Context: an optimization exercise on an open-source flow, tuned for small area. The choices shown serve that exercise and are no tape-out recipe.
At most, simulation tests tie the RTL to the original design; equivalence was not proved.
The RTL of run 2 was laid out without a check of its function.
Power and IR drop assume default switching activity.

File: design/flow/design.v
module avg_line_sink #(
    parameter int PIXEL_WIDTH  = 8,
    parameter int IMAGE_WIDTH  = 128,
    parameter int IMAGE_HEIGHT = 4,
    parameter int SUM_WIDTH    = PIXEL_WIDTH + $clog2(IMAGE_WIDTH)
) (
    input  logic                              clk,
    input  logic                              arstn,
    input  logic [PIXEL_WIDTH-1:0]            din_data,
    input  logic                              din_valid,
    output logic [$clog2(IMAGE_WIDTH)-1:0]    col,
    output logic [$clog2(IMAGE_HEIGHT+1)-1:0] row,
    output logic                              line_done,
    output logic [SUM_WIDTH-1:0]              line_sum,
    output logic                              frame_done,
    output logic                              rd_avail,
    output logic                              rd_bank,
    input  logic                              rd_en,
    input  logic [$clog2(IMAGE_WIDTH)-1:0]    rd_addr,
    output logic [PIXEL_WIDTH-1:0]            rd_data,
    input  logic                              rd_release,
    output logic                              overflow
);
    localparam int CW = $clog2(IMAGE_WIDTH);
    localparam int RW = $clog2(IMAGE_HEIGHT + 1);
    localparam int HW = $clog2(IMAGE_HEIGHT);
    localparam logic [CW-1:0] COL_LAST = CW'(IMAGE_WIDTH - 1);
    localparam logic [HW-1:0] ROW_LAST = HW'(IMAGE_HEIGHT - 1);
    logic [1:0]             bank_full;
    logic                   wbank;
    logic [HW-1:0]          row_q;
    logic [SUM_WIDTH-1:0]   acc;
    logic [SUM_WIDTH-1:0]   acc_base;
    logic                   accept;
    logic                   drop;
    logic                   last_col;
    logic                   commit;
    logic                   release_ok;
    logic                   load_r;
    logic [PIXEL_WIDTH-1:0] wline [0:IMAGE_WIDTH-2];
    logic [PIXEL_WIDTH-1:0] xpix;
    logic [PIXEL_WIDTH-1:0] rline [0:IMAGE_WIDTH-1];
    assign accept     = din_valid && !bank_full[wbank];
    assign drop       = din_valid &&  bank_full[wbank];
    assign last_col   = (col == COL_LAST);
    assign commit     = accept && last_col;
    assign rd_avail   = |bank_full;
    assign release_ok = rd_release && rd_avail;
    assign load_r     = (commit && (!rd_avail || release_ok)) ||
                        (release_ok && (&bank_full));
    assign row = RW'(row_q);
    always_ff @(posedge clk or negedge arstn) begin
        if (!arstn) begin
            bank_full <= 2'b00;
        end else begin
            for (int b = 0; b < 2; b++) begin
                if (release_ok && (rd_bank == 1'(b))) bank_full[b] <= 1'b0;
                if (commit && (wbank == 1'(b)))       bank_full[b] <= 1'b1;
            end
        end
    end
    always_ff @(posedge clk) begin
        if (accept && !last_col) begin
            wline[0] <= din_data;
            for (int k = 1; k < IMAGE_WIDTH - 1; k++) wline[k] <= wline[k-1];
        end
        if (commit) begin
            xpix <= din_data;
        end
        if (load_r) begin
            rline[0] <= commit ? din_data : xpix;
            for (int k = 1; k < IMAGE_WIDTH; k++) rline[k] <= wline[k-1];
        end
    end
    localparam int NGRP = (IMAGE_WIDTH + 2) / 3;
    logic [3*NGRP-1:0]      rd_sel;
    logic [PIXEL_WIDTH-1:0] rd_word;
    always_comb begin
        rd_sel = '0;
        for (int k = 0; k < IMAGE_WIDTH; k++) rd_sel[k] = (rd_addr == CW'(COL_LAST - k));
    end
    for (genvar b = 0; b < PIXEL_WIDTH; b++) begin : g_rd_bit
        logic [NGRP-1:0] grp_n;
        for (genvar j = 0; j < NGRP; j++) begin : g_grp
            logic [2:0] d;
            for (genvar i = 0; i < 3; i++) begin : g_in
                if (3 * j + i < IMAGE_WIDTH) begin : g_pix
                    assign d[i] = rline[3 * j + i][b];
                end else begin : g_pad
                    assign d[i] = 1'b0;
                end
            end
            avg_line_sink_aoi3 u_aoi (.s(rd_sel[3 * j +: 3]), .d(d), .y(grp_n[j]));
        end
        assign rd_word[b] = ~&grp_n;
    end
    assign acc_base = (col == '0) ? '0 : acc;
    always_ff @(posedge clk) begin
        if (accept) begin
            acc <= acc_base + SUM_WIDTH'(din_data);
        end
    end
    always_ff @(posedge clk or negedge arstn) begin
        if (!arstn) begin
            col        <= '0;
            row_q      <= '0;
            line_done  <= 1'b0;
            frame_done <= 1'b0;
            line_sum   <= '0;
            wbank      <= 1'b0;
            rd_bank    <= 1'b0;
            rd_data    <= '0;
            overflow   <= 1'b0;
        end else begin
            line_done  <= commit;
            frame_done <= commit && (row_q == ROW_LAST);
            if (accept) begin
                col <= col + CW'(1);
            end
            if (commit) begin
                line_sum <= acc_base + SUM_WIDTH'(din_data);
                wbank    <= ~wbank;
                row_q    <= row_q + HW'(1);
            end
            if (drop) begin
                overflow <= 1'b1;
            end
            if (release_ok) begin
                rd_bank <= ~rd_bank;
            end
            if (rd_en) begin
                rd_data <= rd_word;
            end
        end
    end
endmodule
module avg_line_sink_aoi3 (
    input  logic [2:0] s,
    input  logic [2:0] d,
    output logic       y
);
    assign y = ~((s[0] & d[0]) | (s[1] & d[1]) | (s[2] & d[2]));
endmodule
File: design/flow/flow/run.sh
#!/bin/bash
# Own flow: the standard layout (standard.sh), with a clock tree whose
# root and trunk use clkbuf_16 and whose leaves drive small clusters through
# clkbuf_8, without dummy loads. make's full output goes to standard.log here;
# ORFS keeps each step's log under orfs/logs/.
set -euo pipefail
CTS_ARGS="-sink_clustering_enable -repair_clock_nets -dont_use_dummy_load"
CTS_ARGS+=" -buf_list sky130_fd_sc_hd__clkbuf_8"
CTS_ARGS+=" -root_buf sky130_fd_sc_hd__clkbuf_16 -tree_buf sky130_fd_sc_hd__clkbuf_16"
CTS_ARGS+=" -sink_clustering_size 18 -sink_clustering_max_diameter 55"
bash standard.sh "CTS_ARGS=$CTS_ARGS" finish > standard.log 2>&1
File: design/flow/standard.sh
#!/bin/bash
# synth_recipe.tcl (not shown) runs the flow's synth.tcl, then flattens the netlist and writes it again
# the make line also repeats each setting of config.mk as NAME=value (left out here)
make -C /OpenROAD-flow-scripts/flow DESIGN_CONFIG=/design/flow/config.mk WORK_HOME=/design/flow/orfs CLKGATE_MAP_FILE= SYNTH_SCRIPT=/design/flow/synth_recipe.tcl "${@:-finish}"
File: design/flow/config.mk
export PLATFORM = sky130hd
export DESIGN_NAME = avg_line_sink
export DESIGN_NICKNAME = avg_line_sink
export VERILOG_FILES = /design/flow/design.v
export SDC_FILE = /design/flow/constraint.sdc
export NUM_CORES = 4
export LEC_CHECK = 0
export CAP_MARGIN = 20
export CORE_MARGIN = 2
export CORE_UTILIZATION = 40
export SETUP_SLACK_MARGIN = 0.2
export SLEW_MARGIN = 20
export SYNTH_HIERARCHICAL = 1
export SYNTH_MINIMUM_KEEP_SIZE = 0
File: design/flow/constraint.sdc
create_clock -name core_clock -period 4.0 [get_ports {clk}]
set_input_delay 0.8000 -clock core_clock [delete_from_list [all_inputs] [get_ports {clk}]]
set_output_delay 0.8000 -clock core_clock [all_outputs]
set_load 0.01 [all_outputs]
==> results.sh, run 1 <==
export IMPL_htree_levels=4
export IMPL_max_vdd_ir_drop_mv=0.471
export IMPL_cts_setup_buffers=0
export IMPL_status="timing/DRC/antenna clean"
export IMPL_p_leak_nw=20.2
export IMPL_clock_skew_final_ns=0.0820
export IMPL_cts_root_buf="clkbuf_16"
export IMPL_seq_area_mm2=0.0628
export IMPL_multi_input_area_mm2=0.00608
export IMPL_synth_area_leader_cell="edfxtp_1"
export IMPL_cts_tree="built"
export IMPL_drt_iter0_drc=5053
export IMPL_clkLatencyLatePin_ns=0.76
export IMPL_port_buffers=56
export IMPL_period_share=0.920
export IMPL_yosysUniqueCellTypes=47
export IMPL_slew_viol_final=0
export IMPL_clkSinkCount=2102
export IMPL_fin_util=0.447
export IMPL_hold_path_class="primary input to async pin"
export IMPL_boundaryPins=58
export IMPL_combPwrFrac=0.039
export IMPL_cp_arrival_ns=4.27
export IMPL_crit_top_cell="buf_4"
export IMPL_layout_commonest_cell="edfxtp_1"
export IMPL_core_area_mm2=0.171
export IMPL_ant_nets=0
export IMPL_cp_num_buf_inv=3
export IMPL_grt_pass1_vias=30500
export IMPL_max_cap_violations=0
export IMPL_overflow=0
export IMPL_fmax_ghz=0.272
export IMPL_vias=30900
export IMPL_yosysWarnings=9
export IMPL_synth_area_mm2=0.0689
export IMPL_post_route_cells_drive_above_1_share=0.117
export IMPL_initial_core_util=0.402
export IMPL_netlist_instances=2902
export IMPL_clockPowerShare=0.277
export IMPL_syn_to_final_growth_pct=11.2
export IMPL_seqPwrFrac=0.684
export IMPL_fp_dieW_um=419
export IMPL_stdcell_area_mm2=0.0766
export IMPL_final_cell_mix="edfxtp_1 (2055), a222oi_1 (344), buf_4 (160)"
export IMPL_crit_fanout=8
export IMPL_cp_end_kind="register"
export IMPL_grt_max_degree=126
export IMPL_synth_edff_count=2055
export IMPL_cts_buffers=151
export IMPL_setup_worst_path_class="primary input to register"
export IMPL_tightestPinTransition_ns=1.07
export IMPL_slowest_delay_ns=0.62
export IMPL_fp_row_count=152
export IMPL_hold_viol=0
export IMPL_power_switching_mw=7.32
export IMPL_viasPerCell=5.50
export IMPL_finalSetupViolations=0
export IMPL_max_slew_margin=0.286
export IMPL_placed_area_mm2=0.0743
export IMPL_num_fill_cells=14200
export IMPL_yosysTopAreaCellShare=0.895
export IMPL_crit_chain="clkdlybuf4s50_1, nor2b_1, nand2_1, buf_4, nor2_1, a222oi_1, nand4_1, nor3_1, buf_4, a31oi_1"
export IMPL_cts_hold_buffers=0
export IMPL_synth_seq_cells=2102
export IMPL_p_int_mw=28.7
export IMPL_ys_async_sr_fraction=0.0186
export IMPL_totalWireLength_mm=142
export IMPL_nNetsFinal=3334
export IMPL_rsz0062_at_grt="no"
export IMPL_startpoint_type="primary input"
export IMPL_hpwl_mm=96.0
export IMPL_gp_congestion=0.836
export IMPL_switching_share=0.203
export IMPL_power_density_mw_per_mm2=470
export IMPL_synthFlopType="edfxtp_1"
export IMPL_die_area_mm2=0.176
export IMPL_wire_per_inst_um=25.4
export IMPL_critPathTopFamily="simple AND/OR/NAND/NOR gates"
export IMPL_synth_seq_area_share=0.912
export IMPL_antenna_found_initial=5
export IMPL_cts_resized=1
export IMPL_path_clk_slew_ns=0.09
export IMPL_grtUsageTotal=0.160
export IMPL_crit_slowest_cell="clkdlybuf4s50_1"
export IMPL_drc=0
export IMPL_period_minus_slack_ns=3.68
export IMPL_synthTopCellsByArea="edfxtp_1 (90%), a222oi_1 (5.0%), dfrtp_1 (1.4%)"
export IMPL_cp_data_required_time_ns=4.59
export IMPL_finalPower_mw=36.0
export IMPL_die_h_um=419
export IMPL_grt_pass1_wl_mm=207
export IMPL_first_pass_iters=8
export IMPL_avgSynthCellArea_um2=23.7
export IMPL_clock_path_buffers=3
## cell type report
type                       count  area share
sequential                  2102       0.820
multi-input combinational    788      0.0793
tap                         2310      0.0377
timing repair buffer         253      0.0328
clock buffer                 151      0.0296
inverter                       6    0.000294
antenna                        3   0.0000980
## cell families after synthesis
| family | after synthesis | synth area share |
|---|---|---|
| multiplexers | 23 | 0.00374 |
| adder cells (fa/ha/maj) | 12 | 0.00229 |
| other | 1 | 0.0000544 |
| AND/OR/NAND/NOR | 337 | 0.0243 |
| buffers and inverters | 28 | 0.00196 |
| XOR/XNOR | 21 | 0.00267 |
| flip-flops | 2102 | 0.912 |
| AO/OA/AOI/OAI | 378 | 0.0531 |
## final timing paths
| path | startpoint | to | slack (ns) | depth (start not counted) |
|---|---|---|---|---|
| worst max-delay path | rd_addr[0] | rd_data[2] | 0.32 | 10 |
| worst min-delay path | arstn | line_sum[13] | 0.07 | 1 |
| worst max register to register | col[0] | line_sum[14] | 0.82 | 13 |
| worst min register to register | wline[83][0] | wline[84][0] | 0.38 | 0 |
| max in group asynchronous | arstn | col[2] | 3.43 | 1 |
| min in group core_clock | wline[83][0] | wline[84][0] | 0.38 | 0 |
## per-module statistics from Yosys, one instance, submodules excluded
module,cells,area [µm²],times used
avg_line_sink,2558,65500,1
avg_line_sink_aoi3,1,10.0,344
## metrics by stage
stage	TNS [ns]	setup slack [ns]	hold slack [ns]	instances
3_3_place_gp	-5.01	-0.846	0.403	5459
6_report	0	0.321	0.0665	5613
5_1_grt	0	0.252	0.0493	5612
2_1_floorplan	-	-15.02	0.400	2918
3_5_place_dp	-3.44	-0.774	0.405	5459
4_1_cts	0	0.273	0.0161	5610
## synth_stat cells (10+ instances only)
library cell and instances:
ha_1 11, dfrtp_1 39, nand3_1 16, xnor2_1 10, nand2_1 22, xor2_1 11
edfxtp_1 2055, mux2_2 20, clkbuf_1 17, and2_1 12, nor4_1 16, a222oi_1 344
nand4_1 91, nor2_1 150
## sequential cells by signal, indices dropped and copies added, names as in the netlist
signal and count:
line_sum 15, bank_full 2, xpix 8, row_q 2, rd_bank 1, overflow 1, rd_data 8, line_done 1
wline 1016, acc 15, wbank 1, col 7, frame_done 1, rline 1024
## worst reg2reg max path, stage by stage (launching register included)
cell	delay, ns
dfrtp_1	0.40
inv_1	0.12
ha_1	0.17
nor2b_1	0.16
nand3_1	0.14
and2_1	0.19
ha_1	0.22
fa_1	0.42
a21oi_1	0.27
o211ai_1	0.20
o31a_1	0.35
nand4_1	0.14
xor2_1	0.08
mux2_2	0.26
## metal layers
metal	up-vias	track usage	wire [µm]
met1	16200	0.228	61300
met3	208	0.0350	11000
met4	0	0.0507	3500
met2	1137	0.248	66600
li1	13300	-	-
met5	-	0	0
## power by group through the flow
| stage | combinational [mW] | sequential (mW) | clock [mW] |
|---|---|---|---|
| 2_1_floorplan | 0.770 | 25.4 | 0 |
| 3_3_place_gp | 1.39 | 25.1 | 0 |
| 3_5_place_dp | 1.41 | 25.2 | 0 |
| 4_1_cts | 1.42 | 24.7 | 10.4 |
| 5_1_grt | 1.53 | 24.7 | 11.1 |
| 6_report | 1.41 | 24.7 | 9.98 |
==> inputs of run 2 (changes only) <==
--- a/design/flow/design.v
+++ b/design/flow/design.v
@@ -59,17 +59,34 @@
             end
         end
     end
+    localparam int NSEG = 8;
+    localparam int SEGW = IMAGE_WIDTH / NSEG;
+    logic            wfull;
+    logic            load_commit;
+    logic            load_release;
+    logic [NSEG-1:0] shift_seg;
+    logic [NSEG-1:0] load_seg;
+    assign wfull        = bank_full[wbank];
+    assign load_commit  = last_col && (!rd_avail || release_ok);
+    assign load_release = release_ok && (&bank_full);
+    for (genvar g = 0; g < NSEG; g++) begin : g_seg
+        avg_line_sink_en u_shift (
+            .valid(din_valid), .full(wfull), .last(last_col), .en(shift_seg[g])
+        );
+        avg_line_sink_ld u_load (
+            .valid(din_valid), .full(wfull), .commit_ok(load_commit),
+            .release_full(load_release), .en(load_seg[g])
+        );
+    end
     always_ff @(posedge clk) begin
-        if (accept && !last_col) begin
-            wline[0] <= din_data;
-            for (int k = 1; k < IMAGE_WIDTH - 1; k++) wline[k] <= wline[k-1];
+        for (int k = 0; k < IMAGE_WIDTH - 1; k++) begin
+            if (shift_seg[k / SEGW]) wline[k] <= (k == 0) ? din_data : wline[k == 0 ? 0 : k-1];
         end
         if (commit) begin
             xpix <= din_data;
         end
-        if (load_r) begin
-            rline[0] <= commit ? din_data : xpix;
-            for (int k = 1; k < IMAGE_WIDTH; k++) rline[k] <= wline[k-1];
+        for (int k = 0; k < IMAGE_WIDTH; k++) begin
+            if (load_seg[k / SEGW]) rline[k] <= (k == 0) ? (commit ? din_data : xpix) : wline[k == 0 ? 0 : k-1];
         end
     end
     localparam int NGRP = (IMAGE_WIDTH + 2) / 3;
@@ -141,3 +158,20 @@
 );
     assign y = ~((s[0] & d[0]) | (s[1] & d[1]) | (s[2] & d[2]));
 endmodule
+module avg_line_sink_en (
+    input  logic valid,
+    input  logic full,
+    input  logic last,
+    output logic en
+);
+    assign en = valid && !full && !last;
+endmodule
+module avg_line_sink_ld (
+    input  logic valid,
+    input  logic full,
+    input  logic commit_ok,
+    input  logic release_full,
+    output logic en
+);
+    assign en = (valid && !full && commit_ok) || release_full;
+endmodule
==> design/flow/flow/run.sh (replaced) <==
#!/bin/bash
# Own flow: the standard layout (standard.sh), with a clock tree whose
# root and trunk use clkbuf_16 and whose leaves use small clkbuf_4 clusters,
# without dummy loads. make's full output goes to standard.log here; ORFS
# keeps each step's log under orfs/logs/.
set -euo pipefail
CTS_ARGS="-sink_clustering_enable -repair_clock_nets -dont_use_dummy_load"
CTS_ARGS+=" -buf_list sky130_fd_sc_hd__clkbuf_4"
CTS_ARGS+=" -root_buf sky130_fd_sc_hd__clkbuf_16 -tree_buf sky130_fd_sc_hd__clkbuf_16"
CTS_ARGS+=" -sink_clustering_size 10 -sink_clustering_max_diameter 40"
bash standard.sh "CTS_ARGS=$CTS_ARGS" finish > standard.log 2>&1
==> run 2 against run 1 <==
Compared with the run above:
- synthesized cell count grew 2.4%
- sequential cell count unchanged
- register-to-register slack worse by 0.40 ns
- still clean
- largest cell class unchanged
- worst setup slack worse by 0.056 ns
- sequential share of layout area is 1.2 points lower
- clock-buffer cell count up 136
- clock skew down 0.022 ns
- area after synthesis is 0.36% higher
- non-clock buffer count unchanged
- via count up 4.6%
- sequential power increased by 3%
- clock power increased by 16%
==> results.sh, run 2 <==
export IMPL_stdcell_area_mm2=0.0778
export IMPL_drc=0
export IMPL_cts_buffers=287
export IMPL_synth_common_cells="edfxtp_1 (2055), a222oi_1 (344), nor2_1 (151)"
export IMPL_avgSynthCellArea_um2=23.3
export IMPL_ys_async_sr_fraction=0.0186
export IMPL_period_share=0.934
export IMPL_ff2ff_path_depth=12
export IMPL_multi_input_area_mm2=0.00643
export IMPL_final_cell_mix="edfxtp_1 (2055), a222oi_1 (344), clkbuf_4 (238)"
export IMPL_placed_area_mm2=0.0747
export IMPL_synthTopCellsByArea="edfxtp_1 (89%), a222oi_1 (5.0%), dfrtp_1 (1.4%)"
export IMPL_synth_seq_area_share=0.909
export IMPL_grt_max_degree=114
export IMPL_grt_pass1_vias=32300
export IMPL_num_fill_cells=14300
export IMPL_crit_fanout=8
export IMPL_reg_top3="rline: 1024 flops, wline: 1016 flops"
export IMPL_grt_pass1_wl_mm=212
export IMPL_synth_edff_count=2055
export IMPL_synth_area_mm2=0.0692
export IMPL_die_h_um=420
export IMPL_port_buffers=56
export IMPL_cts_root_buf="clkbuf_16"
export IMPL_cp_arrival_ns=4.46
export IMPL_synth_most_common_cell="edfxtp_1"
export IMPL_post_route_cells_drive_above_1_share=0.150
export IMPL_first_pass_iters=7
export IMPL_clkSinkCount=2102
export IMPL_largest_register_ffs=1024
export IMPL_clock_path_buffers=4
export IMPL_synth_seq_cells=2102
export IMPL_period_minus_slack_ns=3.73
export IMPL_hold_viol=0
export IMPL_max_vdd_ir_drop_mv=0.394
export IMPL_yosysTopAreaCellShare=0.892
export IMPL_p_leak_nw=24.7
export IMPL_wire_per_inst_um=25.1
export IMPL_cp_end_kind="register"
export IMPL_vias=32300
export IMPL_hpwl_mm=96.6
export IMPL_fmax_ghz=0.268
export IMPL_core_area_mm2=0.172
export IMPL_cts_setup_buffers=0
export IMPL_status="timing/DRC/antenna clean"
export IMPL_synthFlopType="edfxtp_1"
export IMPL_startpoint_type="primary input"
export IMPL_ant_nets=0
export IMPL_synth_area_leader_cell="edfxtp_1"
export IMPL_seq_area_mm2=0.0628
export IMPL_tightestPinTransition_ns=1.13
export IMPL_slew_viol_final=0
export IMPL_syn_to_final_growth_pct=12.5
export IMPL_largest_register="rline"
export IMPL_grtUsageTotal=0.164
export IMPL_fp_dieW_um=420
export IMPL_cp_data_required_time_ns=4.73
export IMPL_fp_row_count=152
export IMPL_drt_iter0_drc=5143
export IMPL_boundaryPins=58
export IMPL_instances_no_fill=5815
export IMPL_power_density_mw_per_mm2=494
export IMPL_dp_cells=5525
export IMPL_overflow=0
export IMPL_tns_ns=0
export IMPL_nNetsFinal=3537
export IMPL_netlist_instances=2972
export IMPL_viasPerCell=5.56
export IMPL_finalSetupViolations=0
export IMPL_rsz0062_at_grt="no"
export IMPL_setup_worst_path_class="primary input to register"
export IMPL_fin_ws_ns=0.265
export IMPL_htree_levels=5
export IMPL_initial_core_util=0.403
export IMPL_path_clk_slew_ns=0.10
export IMPL_antenna_found_initial=6
export IMPL_max_cap_violations=0
export IMPL_totalWireLength_mm=146
export IMPL_gp_congestion=0.855
export IMPL_max_slew_margin=0.245
export IMPL_die_area_mm2=0.176
export IMPL_hold_depth=0
export IMPL_place_ws_ns=-0.666
export IMPL_clkLatencyLatePin_ns=0.85
export IMPL_hold_path_class="register to register"
export IMPL_layout_commonest_cell="edfxtp_1"
export IMPL_clock_skew_final_ns=0.0605
export IMPL_yosysWarnings=9
export IMPL_cts_tree="built"
export IMPL_yosysUniqueCellTypes=52
-- run 2: cell types whose count changed after synthesis, moves of 4 or more --
cell / before / now
nor3_1: 9 / 13
nand2_1: 22 / 86
nor3b_2: 0 / 8
o21bai_1: 1 / 10
o21ai_0: 5 / 9
xor2_1: 11 / 6
mux2_2: 20 / 4
and2_1: 12 / 8
-- run 2: per-stage QoR --
| stage | hold WS [ns] | total power [mW] | utilization |
|---|---|---|---|
| floorplan | 0.400 | 26.5 | - |
| global placement | 0.401 | 27.2 | 0.435 |
| detailed placement | 0.408 | 27.3 | 0.435 |
| CTS | 0.112 | 38.9 | 0.453 |
| global route | 0.380 | 39.9 | 0.453 |
| finish | 0.384 | 38.4 | 0.453 |
-- run 2: cell families after synthesis --
family                   Yosys count  synth area share
AO/OA/AOI/OAI                    391            0.0544
XOR/XNOR                          20           0.00275
adder cells (fa/ha/maj)           12           0.00228
buffers and inverters             31           0.00199
flip-flops                      2102             0.909
multiplexers                       5          0.000796
other                              1         0.0000542
AND/OR/NAND/NOR                  410            0.0291
-- run 2: metal layers --
metal | vias to the layer above | part of all wire | GRT usage
met1 | 16700 | 0.42 | 0.225
met4 | 0 | 0.036 | 0.0646
met5 | - | 0 | 0
met2 | 1403 | 0.47 | 0.254
li1 | 13900 | - | -
met3 | 327 | 0.079 | 0.0364
-- run 2: path summary, 6_finish.rpt --
kind | start | endpoint | slack (ns)
worst max-delay path | rd_addr[3] | rd_data[6] | 0.27
worst min-delay path | wline[126][1] | rline[127][1] | 0.38
worst max register to register | col[0] | acc[11] | 0.42
worst min register to register | wline[126][1] | rline[127][1] | 0.38
max in group asynchronous | arstn | line_sum[13] | 3.09
min in group asynchronous | arstn | line_done | 0.47
-- run 2: final cells by class --
class / instances / area share
Sequential cell: 2102 / 0.808
Multi-Input combinational cell: 855 / 0.0826
Timing Repair Buffer: 253 / 0.0331
Clock buffer: 287 / 0.0387
Tap cell: 2310 / 0.0372
Inverter: 6 / 0.000290
Antenna cell: 2 / 0.0000643
-- run 2: Yosys stat by module (local to each module, per instance) --
module / area [µm²] / copies in the design / flip-flops and latches
avg_line_sink: 65500 / 1 / 2102
avg_line_sink_en: 12.5 / 8 / 0
avg_line_sink_ld: 11.3 / 8 / 0
avg_line_sink_aoi3: 10.0 / 344 / 0
-- run 2: worst max-delay path, stage by stage --
cell             delay (ns)
clkdlybuf4s50_1        0.78
nor2_1                 0.16
nand2_1                0.26
buf_4                  0.22
nor2_1                 0.19
a222oi_1               0.75
nand4_1                0.17
buf_4                  0.18
nor4_1                 0.59
buf_4                  0.26
a31oi_1                0.08
-- run 2: timing repair --
item,CTS,global route
endpoints found under the setup margin,6,12
resized for setup,2,5
hold buffers,0,1
endpoints found under the hold margin,0,39
pin swaps,0,1
-- run 2: where the power goes --
| group | switching [mW] | internal (mW) | total, mW |
|---|---|---|---|
| clock network | 6.70 | 4.93 | 11.6 |
| registers | 0.472 | 25.0 | 25.5 |
| logic | 0.844 | 0.510 | 1.35 |
==> inputs of run 3 (changes only) <==
--- a/design/flow/design.v
+++ b/design/flow/design.v
@@ -59,34 +59,17 @@
             end
         end
     end
-    localparam int NSEG = 8;
-    localparam int SEGW = IMAGE_WIDTH / NSEG;
-    logic            wfull;
-    logic            load_commit;
-    logic            load_release;
-    logic [NSEG-1:0] shift_seg;
-    logic [NSEG-1:0] load_seg;
-    assign wfull        = bank_full[wbank];
-    assign load_commit  = last_col && (!rd_avail || release_ok);
-    assign load_release = release_ok && (&bank_full);
-    for (genvar g = 0; g < NSEG; g++) begin : g_seg
-        avg_line_sink_en u_shift (
-            .valid(din_valid), .full(wfull), .last(last_col), .en(shift_seg[g])
-        );
-        avg_line_sink_ld u_load (
-            .valid(din_valid), .full(wfull), .commit_ok(load_commit),
-            .release_full(load_release), .en(load_seg[g])
-        );
-    end
     always_ff @(posedge clk) begin
-        for (int k = 0; k < IMAGE_WIDTH - 1; k++) begin
-            if (shift_seg[k / SEGW]) wline[k] <= (k == 0) ? din_data : wline[k == 0 ? 0 : k-1];
+        if (accept && !last_col) begin
+            wline[0] <= din_data;
+            for (int k = 1; k < IMAGE_WIDTH - 1; k++) wline[k] <= wline[k-1];
         end
         if (commit) begin
             xpix <= din_data;
         end
-        for (int k = 0; k < IMAGE_WIDTH; k++) begin
-            if (load_seg[k / SEGW]) rline[k] <= (k == 0) ? (commit ? din_data : xpix) : wline[k == 0 ? 0 : k-1];
+        if (load_r) begin
+            rline[0] <= commit ? din_data : xpix;
+            for (int k = 1; k < IMAGE_WIDTH; k++) rline[k] <= wline[k-1];
         end
     end
     localparam int NGRP = (IMAGE_WIDTH + 2) / 3;
@@ -158,20 +141,3 @@
 );
     assign y = ~((s[0] & d[0]) | (s[1] & d[1]) | (s[2] & d[2]));
 endmodule
-module avg_line_sink_en (
-    input  logic valid,
-    input  logic full,
-    input  logic last,
-    output logic en
-);
-    assign en = valid && !full && !last;
-endmodule
-module avg_line_sink_ld (
-    input  logic valid,
-    input  logic full,
-    input  logic commit_ok,
-    input  logic release_full,
-    output logic en
-);
-    assign en = (valid && !full && commit_ok) || release_full;
-endmodule
==> design/flow/flow/run.sh (replaced) <==
#!/bin/bash
# Own flow: the standard layout (standard.sh) with two changes:
#  * after global placement, flow/rebuf.tcl rebuilds the buffer trees of the
#    two enables that reach about a thousand flip-flops each: one buf_8 per
#    compact group of about 128 loads;
#  * the clock tree's root and trunk use clkbuf_16, its leaves drive small
#    clusters through clkbuf_8, without dummy loads.
# make's full output goes to standard.log here; ORFS keeps each step's log
# under orfs/logs/.
set -euo pipefail
CTS_ARGS="-sink_clustering_enable -repair_clock_nets -dont_use_dummy_load"
CTS_ARGS+=" -buf_list sky130_fd_sc_hd__clkbuf_8"
CTS_ARGS+=" -root_buf sky130_fd_sc_hd__clkbuf_16 -tree_buf sky130_fd_sc_hd__clkbuf_16"
CTS_ARGS+=" -sink_clustering_size 16 -sink_clustering_max_diameter 50"
bash standard.sh "CTS_ARGS=$CTS_ARGS" "POST_GLOBAL_PLACE_TCL=$PWD/flow/rebuf.tcl" finish > standard.log 2>&1
==> design/flow/flow/rebuf.tcl (new file) <==
# Rebuild the buffer trees of very high-fanout signal nets: remove the
# buffers that placement put on them, then drive the loads through one buffer
# per compact group of loads.
proc rb_is_buf {inst} {
  set m [[$inst getMaster] getName]
  return [regexp {__(buf_[0-9]+|clkbuf_[0-9]+)$} $m]
}
proc rb_out_net {inst} {
  foreach it [$inst getITerms] { if {[$it isOutputSignal]} { return [$it getNet] } }
  return "NULL"
}
proc rb_driver {net} {
  foreach it [$net getITerms] { if {[$it isOutputSignal]} { return [$it getInst] } }
  return "NULL"
}
# loads of net through buffers: returns {bufs sinks}
proc rb_tree {net} {
  set bufs {}; set sinks {}
  set todo [list $net]
  while {[llength $todo]} {
    set n [lindex $todo 0]; set todo [lrange $todo 1 end]
    foreach it [$n getITerms] {
      if {![$it isInputSignal]} continue
      set inst [$it getInst]
      if {[rb_is_buf $inst]} {
        lappend bufs $inst
        set o [rb_out_net $inst]
        if {$o ne "NULL"} { lappend todo $o }
      } else { lappend sinks $it }
    }
    if {[llength [$n getBTerms]]} { return {} }
  }
  return [list $bufs $sinks]
}
proc rb_rebuffer {min_sinks group buf_cell} {
  set block [ord::get_db_block]
  set done 0
  set roots {}
  foreach net [$block getNets] {
    if {[$net getSigType] ne "SIGNAL"} continue
    set drv [rb_driver $net]
    if {$drv eq "NULL" || [rb_is_buf $drv]} continue
    set t [rb_tree $net]
    if {![llength $t]} continue
    if {[llength [lindex $t 1]] >= $min_sinks} { lappend roots [$net getName] }
  }
  foreach nname $roots {
    set net [$block findNet $nname]
    set drv [rb_driver $net]
    if {$drv eq "NULL" || [rb_is_buf $drv]} continue
    set t [rb_tree $net]
    if {![llength $t]} continue
    lassign $t bufs sinks
    if {[llength $sinks] < $min_sinks} continue
    set nname [$net getName]
    puts "rebuffer: net $nname driver [$drv getName] sinks [llength $sinks] buffers [llength $bufs]"
    if {[llength $bufs]} {
      set cells {}
      foreach b $bufs { lappend cells [get_cells [$b getName]] }
      rsz::remove_buffers_cmd $cells
    }
    # the root net now drives every sink; group sinks by location
    set pts {}
    foreach pin [get_pins -of_objects [get_nets $nname]] {
      if {[get_property $pin direction] ne "input"} continue
      set it [sta::sta_to_db_pin $pin]
      if {$it eq "NULL" || $it eq ""} continue
      lassign [[$it getInst] getLocation] x y
      lappend pts [list $pin $x $y]
    }
    set n [llength $pts]
    set ng [expr {int(ceil(double($n) / $group))}]
    set ncol [expr {int(ceil(sqrt($ng)))}]
    set pts [lsort -integer -index 1 $pts]
    set percol [expr {int(ceil(double($n) / $ncol))}]
    set net [$block findNet $nname]
    set k 0
    for {set c 0} {$c < $ncol} {incr c} {
      set col [lsort -integer -index 2 [lrange $pts [expr {$c*$percol}] [expr {($c+1)*$percol-1}]]]
      set nin [expr {int(ceil(double([llength $col]) / $group))}]
      if {$nin < 1} continue
      set per [expr {int(ceil(double([llength $col]) / $nin))}]
      for {set g 0} {$g < $nin} {incr g} {
        set grp [lrange $col [expr {$g*$per}] [expr {($g+1)*$per-1}]]
        if {![llength $grp]} continue
        if {[llength $grp] < 1} continue
        set sx 0; set sy 0; set lp {}
        foreach q $grp { set sx [expr {$sx + [lindex $q 1]}]; set sy [expr {$sy + [lindex $q 2]}]; lappend lp [lindex $q 0] }
        set cx [expr {$sx / [llength $grp] / 1000.0}]; set cy [expr {$sy / [llength $grp] / 1000.0}]
        insert_buffer -buffer_cell $buf_cell -net [get_nets $nname] -load_pins $lp -location [list $cx $cy] -buffer_name "rebuf_${done}_$k"
        incr k
      }
    }
    puts "rebuffer: net $nname now $k buffers"
    incr done
  }
}

# Nets with at least 300 loads (the line store's shift and load enables):
# one buf_8 per group of about 128 loads.
rb_rebuffer 300 128 sky130_fd_sc_hd__buf_8
==> run 3 against run 2 <==
Compared with the run above:
- wire length shrank 3.1%
- area after synthesis shrank 0.36%
- global-route usage shrank 0.50 points
- critical endpoint is now rd_data[2]
==> results.sh, run 3 <==
export IMPL_cts_tree="built"
export IMPL_fp_row_count=152
export IMPL_overflow=0
export IMPL_cts_root_buf="clkbuf_16"
export IMPL_vias=30600
export IMPL_slowest_delay_ns=0.72
export IMPL_setup_worst_path_start="rd_addr[0]"
export IMPL_timing_hold_ws_ns=0.0562
export IMPL_drc=0
export IMPL_yosysWarnings=9
export IMPL_synth_edff_count=2055
export IMPL_synth_most_common_cell="edfxtp_1"
export IMPL_cp_arrival_ns=4.42
export IMPL_totalWireLength_mm=142
export IMPL_largest_register="rline"
export IMPL_port_buffers=56
export IMPL_clock_path_buffers=3
export IMPL_crit_top_cell="buf_4"
export IMPL_netlist_instances=2902
export IMPL_ys_async_sr_fraction=0.0186
export IMPL_clkLatencyLatePin_ns=0.79
export IMPL_synth_compound_area_frac=0.0531
export IMPL_hpwl_mm=91.2
export IMPL_crit_chain="clkdlybuf4s50_1, nor2b_1, nand2_1, buf_4, nor2_1, a222oi_1, nand4_1, nor3_1, buf_4, a31oi_1"
export IMPL_cp_num_buf_inv=3
export IMPL_power_density_mw_per_mm2=479
export IMPL_synth_fa_ha_area_frac=0.00229
export IMPL_period_share=0.957
export IMPL_finalSetupViolations=0
export IMPL_ant_nets=0
export IMPL_synth_seq_cells=2102
export IMPL_finalPower_mw=36.4
export IMPL_post_route_cells_drive_above_1_share=0.106
export IMPL_max_cap_violations=0
export IMPL_grtUsageMet1=0.228
export IMPL_place_ws_ns=-0.775
export IMPL_startpoint_type="primary input"
export IMPL_die_area_mm2=0.176
export IMPL_clkSinkCount=2102
export IMPL_grt_pass1_wl_mm=204
export IMPL_core_area_mm2=0.171
export IMPL_grt_max_degree=115
export IMPL_p_leak_nw=19.9
export IMPL_first_pass_iters=9
export IMPL_synth_area_leader_cell="edfxtp_1"
export IMPL_cp_data_required_time_ns=4.59
export IMPL_synth_top_family_by_area="compound AO/OA/AOI/OAI gates"
export IMPL_clock_skew_final_ns=0.112
export IMPL_nNetsFinal=3292
export IMPL_fin_ws_ns=0.173
export IMPL_rsz0062_at_grt="no"
export IMPL_cts_buffers=166
export IMPL_initial_core_util=0.402
export IMPL_synth_simple_area_share=0.0243
export IMPL_tightestPinTransition_ns=1.11
export IMPL_met2_usage=0.246
export IMPL_reg_top3="rline: 1024 flops, wline: 1016 flops"
export IMPL_synth_area_mm2=0.0689
export IMPL_cp_end_kind="register"
export IMPL_cts_setup_buffers=0
export IMPL_syn_to_final_growth_pct=10.4
export IMPL_synthFlopType="edfxtp_1"
export IMPL_fp_dieW_um=419
export IMPL_max_slew_margin=0.259
export IMPL_layout_commonest_cell="edfxtp_1"
export IMPL_fmax_ghz=0.261
export IMPL_synth_seq_area_share=0.912
export IMPL_hold_path_class="primary input to async pin"
export IMPL_crit_slowest_cell="nor3_1"
export IMPL_synthXorXnorAreaFrac=0.00267
export IMPL_viasPerCell=5.50
export IMPL_wire_per_inst_um=25.4
export IMPL_slew_viol_final=0
export IMPL_tns_ns=0
export IMPL_worstReg2RegStart="wbank"
export IMPL_synthTopCellsByArea="edfxtp_1 (90%), a222oi_1 (5.0%), dfrtp_1 (1.4%)"
export IMPL_num_fill_cells=14200
export IMPL_die_h_um=419
export IMPL_largest_register_ffs=1024
export IMPL_final_cell_mix="edfxtp_1 (2055), a222oi_1 (344), nor2_1 (149), clkbuf_8 (149), buf_4 (119)"
export IMPL_synth_mux_area_frac=0.00374
export IMPL_hold_viol=0
export IMPL_drt_iter0_drc=5732
export IMPL_crit_fanout=8
export IMPL_avgSynthCellArea_um2=23.7
export IMPL_path_clk_slew_ns=0.09
export IMPL_critPathTopFamily="simple AND/OR/NAND/NOR gates"
export IMPL_grt_pass1_vias=30100
export IMPL_grtUsageTotal=0.159
export IMPL_max_vdd_ir_drop_mv=0.466
export IMPL_period_minus_slack_ns=3.83
export IMPL_yosysUniqueCellTypes=47
export IMPL_setup_worst_path_class="primary input to register"
export IMPL_status="timing/DRC/antenna clean"
export IMPL_yosysTopAreaCellShare=0.895
export IMPL_antenna_found_initial=7
export IMPL_synth_common_cells="edfxtp_1 (2055), a222oi_1 (344), nor2_1 (150)"
export IMPL_boundaryPins=58
export IMPL_grt_util_met3=0.0303
export IMPL_busiest_layer="met2"
export IMPL_htree_levels=4
run 3: cell count changes after synthesis, sizes merged, moves of 4 or more:
cell,delta
and2,+4
mux2,+18
nand2,-64
nor3b,-9
o21ai,-4
o21bai,-9
xor2,+4
run 3: through the flow:
stage	instances	util	instance area (µm²)
floorplan	2918	-	69000
global placement	5459	0.434	74300
detailed placement	5402	0.430	73600
CTS	5568	0.444	76100
global route	5569	0.444	76100
finish	5570	0.444	76100
run 3: Yosys stat by module (local to each module, per instance):
module | flops+latches | cells | copies in the design
avg_line_sink | 2102 | 2558 | 1
avg_line_sink_aoi3 | 0 | 1 | 344
run 3: cell families after synthesis:
family                   after synthesis
AO/OA/AOI/OAI                        378
XOR/XNOR                              21
adder cells (fa/ha/maj)               12
buffers and inverters                 28
flip-flops                          2102
multiplexers                          23
other                                  1
AND/OR/NAND/NOR                      337
run 3: cell type report:
class	count	area [µm²]	area share
Multi-Input combinational cell	788	6080	0.0798
Tap cell	2310	2890	0.0380
Timing Repair Buffer	196	1790	0.0236
Sequential cell	2102	62800	0.826
Antenna cell	2	5.00	0.0000658
Inverter	6	22.5	0.000296
Clock buffer	166	2480	0.0325
run 3: power by group:
part | switching, mW | total (mW) | leakage (nW) | internal (mW)
sequential | 0.238 | 24.7 | 15.8 | 24.4
combinational | 0.869 | 1.37 | 2.76 | 0.497
clock | 6.31 | 10.4 | 1.28 | 4.10
run 3: metal layers:
layer / vias to the layer above / routed length, µm / part of all wire
met1: 16000 / 61000 / 0.43
met3: 237 / 10700 / 0.076
met2: 1252 / 66000 / 0.47
li1: 13200 / - / -
met5: - / 0 / 0
met4: 0 / 3890 / 0.027
run 3: worst reg2reg max path: stages (launching register included):
cell	delay, ns
dfrtp_1	0.44
mux2i_1	0.25
and2_4	0.19
nand2_4	0.06
nor3_4	0.35
inv_1	0.14
o22ai_4	0.53
buf_12	0.28
buf_8	0.72
run 3: timing repair:
item	in CTS	in global routing
setup endpoints to repair	1	0
gates resized for setup	1	0
hold buffers	0	0
run 3: path summary, 6_finish.rpt:
kind	end	slack (ns)	cells after the start
worst max-delay path	rd_data[2]	0.17	10
worst min-delay path	line_sum[13]	0.06	1
worst max register to register	rline[47][4]	0.61	8
worst min register to register	rline[101][2]	0.39	0
max in group asynchronous	col[2]	3.43	1
min in group core_clock	rline[101][2]	0.39	0
==> inputs of run 4 (changes only) <==
==> design/flow/flow/run.sh (replaced) <==
#!/bin/bash
# Own flow: the standard layout (standard.sh) with these changes:
#  * after global placement, flow/rebuf.tcl rebuilds the buffer trees of the
#    two enables that reach about a thousand flip-flops each: one buf_8 per
#    compact group of about 128 loads;
#  * the clock tree's root and trunk use clkbuf_16, its leaves drive small
#    clusters through clkbuf_8, without dummy loads;
#  * every input and output port is buffered with buf_1.
# make's full output goes to standard.log here; ORFS keeps each step's log
# under orfs/logs/.
set -euo pipefail
CTS_ARGS="-sink_clustering_enable -repair_clock_nets -dont_use_dummy_load"
CTS_ARGS+=" -buf_list sky130_fd_sc_hd__clkbuf_8"
CTS_ARGS+=" -root_buf sky130_fd_sc_hd__clkbuf_16 -tree_buf sky130_fd_sc_hd__clkbuf_16"
CTS_ARGS+=" -sink_clustering_size 18 -sink_clustering_max_diameter 55"
bash standard.sh "CTS_ARGS=$CTS_ARGS" "POST_GLOBAL_PLACE_TCL=$PWD/flow/rebuf.tcl" \
    "BUFFER_PORTS_ARGS=-buffer_cell sky130_fd_sc_hd__buf_1" finish > standard.log 2>&1
==> run 4 against run 3 <==
Compared with the run above:
- still clean
- critical path depth is 2 higher
- worst setup slack better by 0.011 ns
- first-iteration DRC count is 16% higher
- clock power barely moved
- non-clock buffer count rose by 13
- via count up 1.2%
- global-route usage rose by 0.51 points
- highest routed layer is now met5
==> results.sh, run 4 <==
export IMPL_wire_per_inst_um=26.3
export IMPL_antenna_found_initial=7
export IMPL_grt_max_degree=115
export IMPL_crit_chain="buf_1, nor2b_1, nand2_1, buf_4, nor2_1, buf_4, a222oi_1, nand4_1, buf_4, nor4_1, buf_4, a31oi_1"
export IMPL_clkLatencyLatePin_ns=0.80
export IMPL_netlist_instances=2902
export IMPL_fin_util=0.441
export IMPL_hold_path_class="primary input to async pin"
export IMPL_viasPerCell=5.57
export IMPL_cts_buffers=152
export IMPL_die_area_mm2=0.176
export IMPL_max_slew_margin=0.239
export IMPL_clock_path_buffers=3
export IMPL_die_h_um=419
export IMPL_post_route_cells_drive_above_1_share=0.104
export IMPL_synth_most_common_cell="edfxtp_1"
export IMPL_p_leak_nw=19.7
export IMPL_placed_area_mm2=0.0733
export IMPL_initial_core_util=0.402
export IMPL_period_share=0.954
export IMPL_grt_pass1_wl_mm=209
export IMPL_cp_arrival_ns=4.42
export IMPL_yosysUniqueCellTypes=47
export IMPL_stdcell_area_mm2=0.0756
export IMPL_avgSynthCellArea_um2=23.7
export IMPL_period_minus_slack_ns=3.82
export IMPL_cts_setup_buffers=0
export IMPL_path_clk_slew_ns=0.10
export IMPL_timing_hold_ws_ns=0.116
export IMPL_crit_fanout=8
export IMPL_htree_levels=4
export IMPL_max_cap_violations=0
export IMPL_num_fill_cells=14300
export IMPL_hpwl_mm=94.2
export IMPL_cp_end_kind="register"
export IMPL_worstReg2RegEnd="rline[39][4]"
export IMPL_endpoint="rd_data[6]"
export IMPL_largest_register="rline"
export IMPL_crit_cells=12
export IMPL_critPathTopFamily="simple AND/OR/NAND/NOR gates"
export IMPL_fmax_ghz=0.262
export IMPL_clkSinkCount=2102
export IMPL_fp_row_count=152
export IMPL_slew_viol_final=0
export IMPL_drt_iter0_drc=6623
export IMPL_startpoint_type="primary input"
export IMPL_core_area_mm2=0.171
export IMPL_ys_async_sr_fraction=0.0186
export IMPL_vias=31000
export IMPL_cp_num_buf_inv=5
export IMPL_cts_root_buf="clkbuf_16"
export IMPL_max_vdd_ir_drop_mv=0.421
export IMPL_yosysWarnings=9
export IMPL_grt_pass1_vias=30000
export IMPL_power_density_mw_per_mm2=476
export IMPL_grtUsageTotal=0.164
export IMPL_synth_area_leader_cell="edfxtp_1"
export IMPL_rsz0062_at_grt="yes"
export IMPL_dp_cells=5415
export IMPL_first_pass_iters=7
export IMPL_final_cell_mix="edfxtp_1 (2055), a222oi_1 (344), nor2_1 (150)"
export IMPL_worstReg2RegStart="wbank"
export IMPL_synthFlopType="edfxtp_1"
export IMPL_hold_viol=0
export IMPL_synth_edff_count=2055
export IMPL_totalWireLength_mm=146
export IMPL_crit_slowest_cell="nor4_1"
export IMPL_largest_register_ffs=1024
export IMPL_synth_common_cells="edfxtp_1 (2055), a222oi_1 (344), nor2_1 (150)"
export IMPL_fp_dieW_um=419
export IMPL_setup_worst_path_class="primary input to register"
export IMPL_reg2reg_slack_ns=0.32
export IMPL_setup_worst_path_start="rd_addr[2]"
export IMPL_tns_ns=0
export IMPL_synth_area_mm2=0.0689
export IMPL_slowest_delay_ns=0.70
export IMPL_finalSetupViolations=0
export IMPL_reg_top3="rline: 1024 flops, wline: 1016 flops"
export IMPL_clock_skew_final_ns=0.0817
export IMPL_synthTopCellsByArea="edfxtp_1 (90%), a222oi_1 (5.0%), dfrtp_1 (1.4%)"
export IMPL_layout_commonest_cell="edfxtp_1"
export IMPL_port_buffers=56
export IMPL_synth_seq_cells=2102
export IMPL_synth_seq_area_share=0.912
export IMPL_ff2ff_path_depth=8
export IMPL_nNetsFinal=3291
export IMPL_syn_to_final_growth_pct=9.76
export IMPL_yosysTopAreaCellShare=0.895
export IMPL_boundaryPins=58
export IMPL_cp_data_required_time_ns=4.61
export IMPL_crit_top_cell="buf_4"
export IMPL_cts_tree="built"
export IMPL_ant_nets=0
export IMPL_instances_no_fill=5570
export IMPL_overflow=0
export IMPL_tightestPinTransition_ns=1.14
export IMPL_drc=0
export IMPL_status="timing/DRC/antenna clean"
[run 4: cell type report]
type,instances,area (µm²),share of cell area
diodes,3,7.51,0.0000992
clock buffers,152,2280,0.0302
well taps,2310,2890,0.0382
multi-input cells,788,6040,0.0799
flip-flops and latches,2102,62800,0.831
inverters,6,22.5,0.000298
repair buffers,209,1550,0.0205
[run 4: worst min path at each step]
| stage | start | endpoint | slack, ns | cells after the start |
|---|---|---|---|---|
| after floorplan | wline[126][0] | rline[127][0] | 0.40 | 0 |
| after global placement | wline[126][3] | rline[127][3] | 0.40 | 0 |
| after detailed placement | wline[126][4] | rline[127][4] | 0.40 | 0 |
| after CTS | arstn | line_sum[3] | 0.06 | 1 |
| after global routing | arstn | line_sum[3] | 0.13 | 1 |
| final | arstn | line_sum[3] | 0.12 | 1 |
[run 4: timing repair]
action	CTS	global route
resized for setup	0	2
hold buffers	0	0
endpoints found under the setup margin	0	125
[run 4: logic make-up after synthesis]
| family | Yosys count | share of synthesized area |
|---|---|---|
| fa+ha+maj | 12 | 0.00229 |
| buf+inv | 28 | 0.00196 |
| xor+xnor | 21 | 0.00267 |
| other cells | 1 | 0.0000544 |
| mux | 23 | 0.00374 |
| compound gates | 378 | 0.0531 |
| flops | 2102 | 0.912 |
| simple gates | 337 | 0.0243 |
[run 4: power by group]
part,internal (mW),switching (mW)
clock,3.80,6.26
combinational,0.411,0.862
sequential,24.4,0.243
[run 4: per-layer routing]
metal	vias to the layer above	routed length, µm	global-route usage
li1	13200	-	-
met1	16100	62500	0.242
met2	1485	66100	0.244
met3	201	13600	0.0339
met4	2	4190	0.0518
met5	-	10	0
[run 4: metrics by stage]
| step | setup slack (ns) | total power [mW] |
|---|---|---|
| final | 0.185 | 36.0 |
| after floorplan | -15.02 | 26.1 |
| after detailed placement | -0.595 | 26.5 |
| after CTS | 0.249 | 36.4 |
| after global placement | -0.613 | 26.4 |
| after global routing | 0.155 | 37.2 |
[run 4: Yosys stat by module, one instance, submodules excluded]
module,copies in the design,cells,flops+latches
avg_line_sink_aoi3,344,1,0
avg_line_sink,1,2558,2102
==> inputs of run 5 (changes only) <==
--- a/design/flow/flow/run.sh
+++ b/design/flow/flow/run.sh
@@ -5,7 +5,7 @@
 #    compact group of about 128 loads;
 #  * the clock tree's root and trunk use clkbuf_16, its leaves drive small
 #    clusters through clkbuf_8, without dummy loads;
-#  * every input and output port is buffered with buf_1.
+#  * every input and output port is buffered with buf_2.
 # make's full output goes to standard.log here; ORFS keeps each step's log
 # under orfs/logs/.
 set -euo pipefail
@@ -14,4 +14,4 @@
 CTS_ARGS+=" -root_buf sky130_fd_sc_hd__clkbuf_16 -tree_buf sky130_fd_sc_hd__clkbuf_16"
 CTS_ARGS+=" -sink_clustering_size 18 -sink_clustering_max_diameter 55"
 bash standard.sh "CTS_ARGS=$CTS_ARGS" "POST_GLOBAL_PLACE_TCL=$PWD/flow/rebuf.tcl" \
-    "BUFFER_PORTS_ARGS=-buffer_cell sky130_fd_sc_hd__buf_1" finish > standard.log 2>&1
+    "BUFFER_PORTS_ARGS=-buffer_cell sky130_fd_sc_hd__buf_2" finish > standard.log 2>&1
--- a/design/flow/config.mk
+++ b/design/flow/config.mk
@@ -8,7 +8,6 @@
 export CAP_MARGIN = 20
 export CORE_MARGIN = 2
 export CORE_UTILIZATION = 40
-export SETUP_SLACK_MARGIN = 0.2
 export SLEW_MARGIN = 20
 export SYNTH_HIERARCHICAL = 1
 export SYNTH_MINIMUM_KEEP_SIZE = 0
==> run 5 against run 4 <==
Compared with the run above:
- still clean
- sequential share of layout area down 0.16 points
- first-iteration DRC count down 12%
- clock power about the same
- highest routed layer is now met4
==> results.sh, run 5 <==
export IMPL_place_ws_ns=-0.728
export IMPL_fp_dieW_um=419
export IMPL_clock_skew_final_ns=0.0888
export IMPL_final_cell_mix="edfxtp_1 (2055), a222oi_1 (344), nor2_1 (147), buf_4 (147), clkbuf_8 (132)"
export IMPL_fp_row_count=152
export IMPL_port_buffers=56
export IMPL_avgSynthCellArea_um2=23.7
export IMPL_synth_seq_area_share=0.912
export IMPL_max_vdd_ir_drop_mv=0.473
export IMPL_synthXorXnorAreaFrac=0.00267
export IMPL_clock_path_buffers=3
export IMPL_path_clk_slew_ns=0.11
export IMPL_timing_hold_ws_ns=0.281
export IMPL_crit_top_cell="buf_4"
export IMPL_synth_compound_area_frac=0.0531
export IMPL_status="timing/DRC/antenna clean"
export IMPL_clkLatencyLatePin_ns=0.77
export IMPL_syn_to_final_growth_pct=9.96
export IMPL_drc=0
export IMPL_layout_commonest_cell="edfxtp_1"
export IMPL_crit_chain="buf_2, nor2_1, nand2_1, buf_4, nor2_1, buf_4, a222oi_1, nand4_1, nor4_1, buf_4, a31oi_1"
export IMPL_synth_fa_ha_area_frac=0.00229
export IMPL_fin_ws_ns=0.135
export IMPL_post_route_cells_drive_above_1_share=0.125
export IMPL_fin_util=0.442
export IMPL_nNetsFinal=3304
export IMPL_largest_register="rline"
export IMPL_cts_tree="built"
export IMPL_synth_area_leader_cell="edfxtp_1"
export IMPL_synth_common_cells="edfxtp_1 (2055), a222oi_1 (344), nor2_1 (150)"
export IMPL_boundaryPins=58
export IMPL_synth_most_common_cell="edfxtp_1"
export IMPL_vias=30900
export IMPL_grt_pass1_wl_mm=207
export IMPL_synth_top_family_by_area="compound AO/OA/AOI/OAI gates"
export IMPL_power_density_mw_per_mm2=474
export IMPL_grtUsageTotal=0.162
export IMPL_htree_levels=4
export IMPL_hold_viol=0
export IMPL_largest_register_ffs=1024
export IMPL_slowest_delay_ns=0.93
export IMPL_die_area_mm2=0.176
export IMPL_grt_max_degree=115
export IMPL_fmax_ghz=0.259
export IMPL_cts_setup_buffers=0
export IMPL_tightestPinTransition_ns=1.24
export IMPL_cp_num_buf_inv=4
export IMPL_initial_core_util=0.402
export IMPL_period_minus_slack_ns=3.87
export IMPL_overflow=0
export IMPL_synth_mux_area_frac=0.00374
export IMPL_totalWireLength_mm=145
export IMPL_period_share=0.966
export IMPL_finalSetupViolations=0
export IMPL_slew_viol_final=0
export IMPL_crit_fanout=9
export IMPL_hold_path_class="primary input to register"
export IMPL_core_area_mm2=0.171
export IMPL_grt_pass1_vias=30200
export IMPL_critPathTopFamily="simple AND/OR/NAND/NOR gates"
export IMPL_reg_top3="rline: 1024 flops, wline: 1016 flops"
export IMPL_synth_edff_count=2055
export IMPL_hpwl_mm=93.3
export IMPL_yosysTopAreaCellShare=0.895
export IMPL_startpoint_type="primary input"
export IMPL_hold_depth=1
export IMPL_viasPerCell=5.54
export IMPL_max_slew_margin=0.172
export IMPL_antenna_found_initial=6
export IMPL_ys_async_sr_fraction=0.0186
export IMPL_ant_nets=0
export IMPL_cp_arrival_ns=4.51
export IMPL_first_pass_iters=9
export IMPL_ff2ff_path_depth=8
export IMPL_crit_cells=11
export IMPL_clkSinkCount=2102
export IMPL_synth_area_mm2=0.0689
export IMPL_cp_end_kind="register"
export IMPL_netlist_instances=2902
export IMPL_setup_worst_path_class="primary input to register"
export IMPL_wire_per_inst_um=25.9
export IMPL_synthFlopType="edfxtp_1"
export IMPL_yosysWarnings=9
export IMPL_yosysUniqueCellTypes=47
export IMPL_crit_slowest_cell="nor4_1"
export IMPL_cts_buffers=149
export IMPL_instances_no_fill=5581
export IMPL_drt_iter0_drc=5817
export IMPL_die_h_um=419
export IMPL_synth_seq_cells=2102
export IMPL_num_fill_cells=14300
export IMPL_max_cap_violations=0
export IMPL_synthTopCellsByArea="edfxtp_1 (90%), a222oi_1 (5.0%), dfrtp_1 (1.4%)"
export IMPL_p_leak_nw=20.0
export IMPL_rsz0062_at_grt="no"
export IMPL_synth_simple_area_share=0.0243
export IMPL_dp_cells=5430
export IMPL_cts_root_buf="clkbuf_16"
export IMPL_cp_data_required_time_ns=4.65
-- run 5: cell count changes in the layout (fill, tap and decap cells not counted), sizes merged --
cell	delta
buf	+16
dlygate4sd3	+1
clkbuf	-4
diode	-2
-- run 5: per-module statistics from Yosys, one instance, submodules excluded --
module | cells inside | cell area (µm²)
avg_line_sink | 2558 | 65500
avg_line_sink_aoi3 | 1 | 10.0
-- run 5: area by class of cell --
type | instances | area [µm²] | area share
diodes | 1 | 2.50 | 0.0000330
clock buffers | 149 | 2240 | 0.0296
inverters | 6 | 22.5 | 0.000297
multi-input cells | 788 | 6060 | 0.0799
flip-flops and latches | 2102 | 62800 | 0.829
well taps | 2310 | 2890 | 0.0381
repair buffers | 225 | 1720 | 0.0228
-- run 5: per-stage QoR --
| step | total power, mW | TNS (ns) | instance area [µm²] |
|---|---|---|---|
| CTS | 36.3 | 0 | 75800 |
| global route | 37.1 | 0 | 75800 |
| floorplan | 26.1 | - | 69000 |
| global placement | 26.5 | -2.44 | 74200 |
| finish | 35.9 | 0 | 75800 |
| detailed placement | 26.5 | -2.02 | 73500 |
-- run 5: cell families (layout without fill, tap and decap cells) --
family	Yosys count	count (layout)
AND/OR/NAND/NOR	337	337
multiplexers	23	23
adder cells (fa/ha/maj)	12	12
other	1	18
XOR/XNOR	21	21
buffers and inverters	28	380
flip-flops	2102	2102
AO/OA/AOI/OAI	378	378
-- run 5: power by group --
| group | total, mW | internal [mW] | switching (mW) |
|---|---|---|---|
| combinational | 1.32 | 0.431 | 0.886 |
| sequential | 24.7 | 24.4 | 0.232 |
| clock | 9.92 | 3.74 | 6.19 |
-- run 5: final timing paths --
path,start,end,slack [ns]
setup / recovery,rd_addr[5],rd_data[4],0.13
hold / removal,din_data[5],wline[0][5],0.28
setup reg to reg,wbank,rline[24][5],0.37
hold reg to reg,wline[23][2],wline[24][2],0.36
max in group asynchronous,arstn,col[2],2.69
min in group asynchronous,arstn,rd_data[4],0.55
-- run 5: repair_timing --
item	4_1_cts	5_1_grt
gates resized for setup	0	0
endpoints found under the hold margin	15	0
hold buffers	1	0
-- run 5: per-layer routing --
layer	GRT usage	wire length, µm	part of all wire	up-vias
met4	0.0499	4090	0.028	0
met5	0	0	0	-
met2	0.247	66800	0.46	1313
li1	-	-	-	13200
met3	0.0277	10700	0.074	199
met1	0.238	63200	0.44	16200
==> inputs of run 6 (changes only) <==
--- a/design/flow/config.mk
+++ b/design/flow/config.mk
@@ -8,6 +8,8 @@
 export CAP_MARGIN = 20
 export CORE_MARGIN = 2
 export CORE_UTILIZATION = 40
+export PLACE_DENSITY = 0.8
+export SETUP_SLACK_MARGIN = 0.2
 export SLEW_MARGIN = 20
 export SYNTH_HIERARCHICAL = 1
 export SYNTH_MINIMUM_KEEP_SIZE = 0
==> run 6 against run 5 <==
Compared with the run above:
- sequential cell count unchanged
- via count up 0.89%
- first-iteration DRC count up 11%
- utilization down 0.43 points
- die area unchanged
- global-route usage down 0.92 points
- cell count down 1.5%
- combinational power down 4%
- maximum frequency up 8.3%
- register-to-register slack better by 0.06 ns
- critical endpoint is now rline[102][6]
==> results.sh, run 6 <==
export IMPL_status="timing/DRC/antenna clean"
export IMPL_slew_viol_final=0
export IMPL_cp_data_required_time_ns=4.36
export IMPL_instances_no_fill=5497
export IMPL_wl_met1_mm=50.3
export IMPL_fp_dieW_um=419
export IMPL_slowest_delay_ns=0.67
export IMPL_yosysWarnings=9
export IMPL_power_density_mw_per_mm2=473
export IMPL_hold_viol=0
export IMPL_synth_edff_count=2055
export IMPL_crit_fanout=114
export IMPL_synth_simple_area_share=0.0243
export IMPL_nNetsFinal=3215
export IMPL_synthTopCellsByArea="edfxtp_1 (90%), a222oi_1 (5.0%), dfrtp_1 (1.4%)"
export IMPL_totalWireLength_mm=138
export IMPL_antenna_found_initial=8
export IMPL_grtUsageTotal=0.153
export IMPL_drt_iter0_drc=6468
export IMPL_synth_area_mm2=0.0689
export IMPL_tightestPinTransition_ns=1.06
export IMPL_wire_per_inst_um=25.0
export IMPL_critPathTopFamily="buffers and inverters"
export IMPL_num_fill_cells=13800
export IMPL_initial_core_util=0.402
export IMPL_top_layer="met5"
export IMPL_fmax_ghz=0.280
export IMPL_overflow=0
export IMPL_first_pass_iters=10
export IMPL_clkLatencyLatePin_ns=0.78
export IMPL_htree_levels=4
export IMPL_synth_mux_area_frac=0.00374
export IMPL_avgSynthCellArea_um2=23.7
export IMPL_syn_to_final_growth_pct=8.88
export IMPL_synth_seq_area_share=0.912
export IMPL_cp_arrival_ns=3.93
export IMPL_synth_most_common_cell="edfxtp_1"
export IMPL_crit_chain="mux2i_1, and2_4, nand2_4, nor3_4, inv_1, o22ai_4, buf_12, buf_8"
export IMPL_hold_path_class="primary input to async pin"
export IMPL_reg2reg_slack_ns=0.43
export IMPL_setup_worst_path_class="register to register"
export IMPL_core_area_mm2=0.171
export IMPL_cts_resized=0
export IMPL_synth_area_leader_cell="edfxtp_1"
export IMPL_yosysTopAreaCellShare=0.895
export IMPL_place_ws_ns=-0.216
export IMPL_fin_ws_ns=0.431
export IMPL_hpwl_mm=89.8
export IMPL_vias=31200
export IMPL_ff2ff_path_depth=8
export IMPL_max_slew_margin=0.289
export IMPL_seq_area_mm2=0.0628
export IMPL_die_area_mm2=0.176
export IMPL_finalSetupViolations=0
export IMPL_dp_cells=5351
export IMPL_largest_register_ffs=1024
export IMPL_grt_pass1_wl_mm=198
export IMPL_viasPerCell=5.68
export IMPL_dr_wl_met3_mm=14.9
export IMPL_synth_common_cells="edfxtp_1 (2055), a222oi_1 (344), nor2_1 (150)"
export IMPL_boundaryPins=58
export IMPL_cts_tree="built"
export IMPL_layout_commonest_cell="edfxtp_1"
export IMPL_ant_nets=0
export IMPL_port_buffers=56
export IMPL_netlist_instances=2902
export IMPL_largest_register="rline"
export IMPL_wl_met2_mm=66.0
export IMPL_cp_num_buf_inv=3
export IMPL_drc=0
export IMPL_period_minus_slack_ns=3.57
export IMPL_synth_seq_cells=2102
export IMPL_clkSinkCount=2102
export IMPL_grt_max_degree=115
export IMPL_max_cap_violations=0
export IMPL_grt_pass1_vias=30300
export IMPL_synth_top_family_by_area="compound AO/OA/AOI/OAI gates"
export IMPL_cts_buffers=140
export IMPL_reg_top3="rline: 1024 flops, wline: 1016 flops"
export IMPL_synth_fa_ha_area_frac=0.00229
export IMPL_crit_slowest_cell="buf_8"
export IMPL_clock_path_buffers=3
export IMPL_ys_async_sr_fraction=0.0186
export IMPL_max_vdd_ir_drop_mv=0.420
export IMPL_p_leak_nw=19.5
export IMPL_startpoint_type="register"
export IMPL_period_share=0.892
export IMPL_cts_setup_buffers=0
export IMPL_cts_hold_buffers=0
export IMPL_cts_root_buf="clkbuf_16"
export IMPL_fp_row_count=152
export IMPL_synthXorXnorAreaFrac=0.00267
export IMPL_synthFlopType="edfxtp_1"
export IMPL_worstReg2RegStart="wbank"
export IMPL_path_clk_slew_ns=0.11
export IMPL_synth_compound_area_frac=0.0531
export IMPL_rsz0062_at_grt="no"
export IMPL_post_route_cells_drive_above_1_share=0.0993
export IMPL_yosysUniqueCellTypes=47
export IMPL_final_cell_mix="edfxtp_1 (2055), a222oi_1 (344), nor2_1 (150)"
export IMPL_die_h_um=419
export IMPL_multi_input_area_mm2=0.00604
export IMPL_clock_skew_final_ns=0.101
export IMPL_cp_end_kind="register"
export IMPL_worstReg2RegEnd="rline[102][6]"
-- run 6: worst reg2reg max path: stages (launching register included) --
cell,delay (ns)
dfrtp_1,0.43
mux2i_1,0.27
and2_4,0.38
nand2_4,0.11
nor3_4,0.33
inv_1,0.15
o22ai_4,0.51
buf_12,0.28
buf_8,0.69
-- run 6: worst max path at each step --
stage | start | cells after the start | endpoint | slack (ns)
floorplan | din_valid | 7 | rline[0][0] | -15.02
global placement | rd_addr[0] | 8 | rd_data[2] | -0.1
detailed placement | rd_addr[0] | 8 | rd_data[2] | -0.22
CTS | wbank | 8 | rline[53][0] | 0.37
global route | wbank | 8 | rline[53][2] | 0.25
finish | wbank | 8 | rline[102][6] | 0.43
-- run 6: through the flow --
stage | hold WS (ns) | cell area [µm²] | utilization | power (mW) | TNS [ns]
final | 0.0408 | 75000 | 0.438 | 35.5 | 0
after global routing | 0.0552 | 75000 | 0.438 | 36.5 | 0
after CTS | 0.212 | 75000 | 0.438 | 35.7 | 0
after detailed placement | 0.407 | 72900 | 0.425 | 26.4 | -0.590
after global placement | 0.404 | 73300 | 0.428 | 26.4 | -0.227
after floorplan | 0.400 | 69000 | - | 26.1 | -
-- run 6: final cells by class --
class,instances,share of cell area
inverter,6,0.000300
clock buffer,140,0.0282
sequential,2102,0.838
timing repair buffer,145,0.0148
multi-input combinational,788,0.0804
tap,2310,0.0385
antenna,6,0.000200
-- run 6: cells by family after synthesis --
kind of cell,Yosys count
AOI/OAI and AO/OA,378
xor gates and xnor gates,21
adders and majority gates,12
buffers and inverters,28
DFF,2102
muxes,23
other,1
and+or+nand+nor,337
-- run 6: metal layers --
metal	up-vias	global-route usage
met5	-	0
met4	2	0.0728
met3	300	0.0309
met2	2053	0.246
met1	15800	0.199
li1	13100	-
-- run 6: per-module statistics from Yosys, one instance, submodules excluded --
| module | cells inside | times used |
|---|---|---|
| avg_line_sink_aoi3 | 1 | 344 |
| avg_line_sink | 2558 | 1 |
-- run 6: where the power goes --
part,internal [mW],switching [mW]
Clock,3.54,6.01
Combinational,0.413,0.857
Sequential,24.4,0.258

port drivers added, routing unchanged:
The flow's constraints put no driver on any port. The routed layouts listed below were extracted and timed again, unchanged, in two steps.
Step 1 assumes that a clkbuf_16 drives the clock port and a buf_2 every other input.
Step 2 adds t to the input delays and takes it off the output delays; t is the mean of the earliest and latest rising clock arrival at the registers after step 1. Input paths then give back, and output paths get back, about the clock's delay inside the block.
Slacks: ideal ports / drivers / drivers and shift; pairs: ideal ports / drivers.
run | t (ns) | setup WS [ns] | worst hold slack (ns) | worst data-port slew with drivers (ns)
run 1 | 0.811 | 0.321 / 0.376 / -0.436 | 0.067 / 0.013 / 0.380 | 0.19
run 2 | 0.903 | 0.265 / 0.314 / -0.589 | 0.384 / 0.384 / 0.384 | 0.20
run 3 | 0.814 | 0.173 / 0.228 / -0.586 | 0.056 / 0.003 / 0.393 | 0.18
run 4 | 0.816 | 0.185 / 0.237 / -0.579 | 0.116 / 0.066 / 0.369 | 0.17
run 5 | 0.797 | 0.135 / 0.176 / -0.622 | 0.281 / 0.235 / 0.360 | 0.10
run 6 | 0.804 | 0.431 / 0.431 / -0.306 | 0.041 / -0.014 / 0.393 | 0.14
With both steps, setup timing fails in every run listed, where it was met with ideal ports. The setup slack of run 2, which loses most, moves by +0.049 ns with the drivers and by -0.854 ns with both steps.
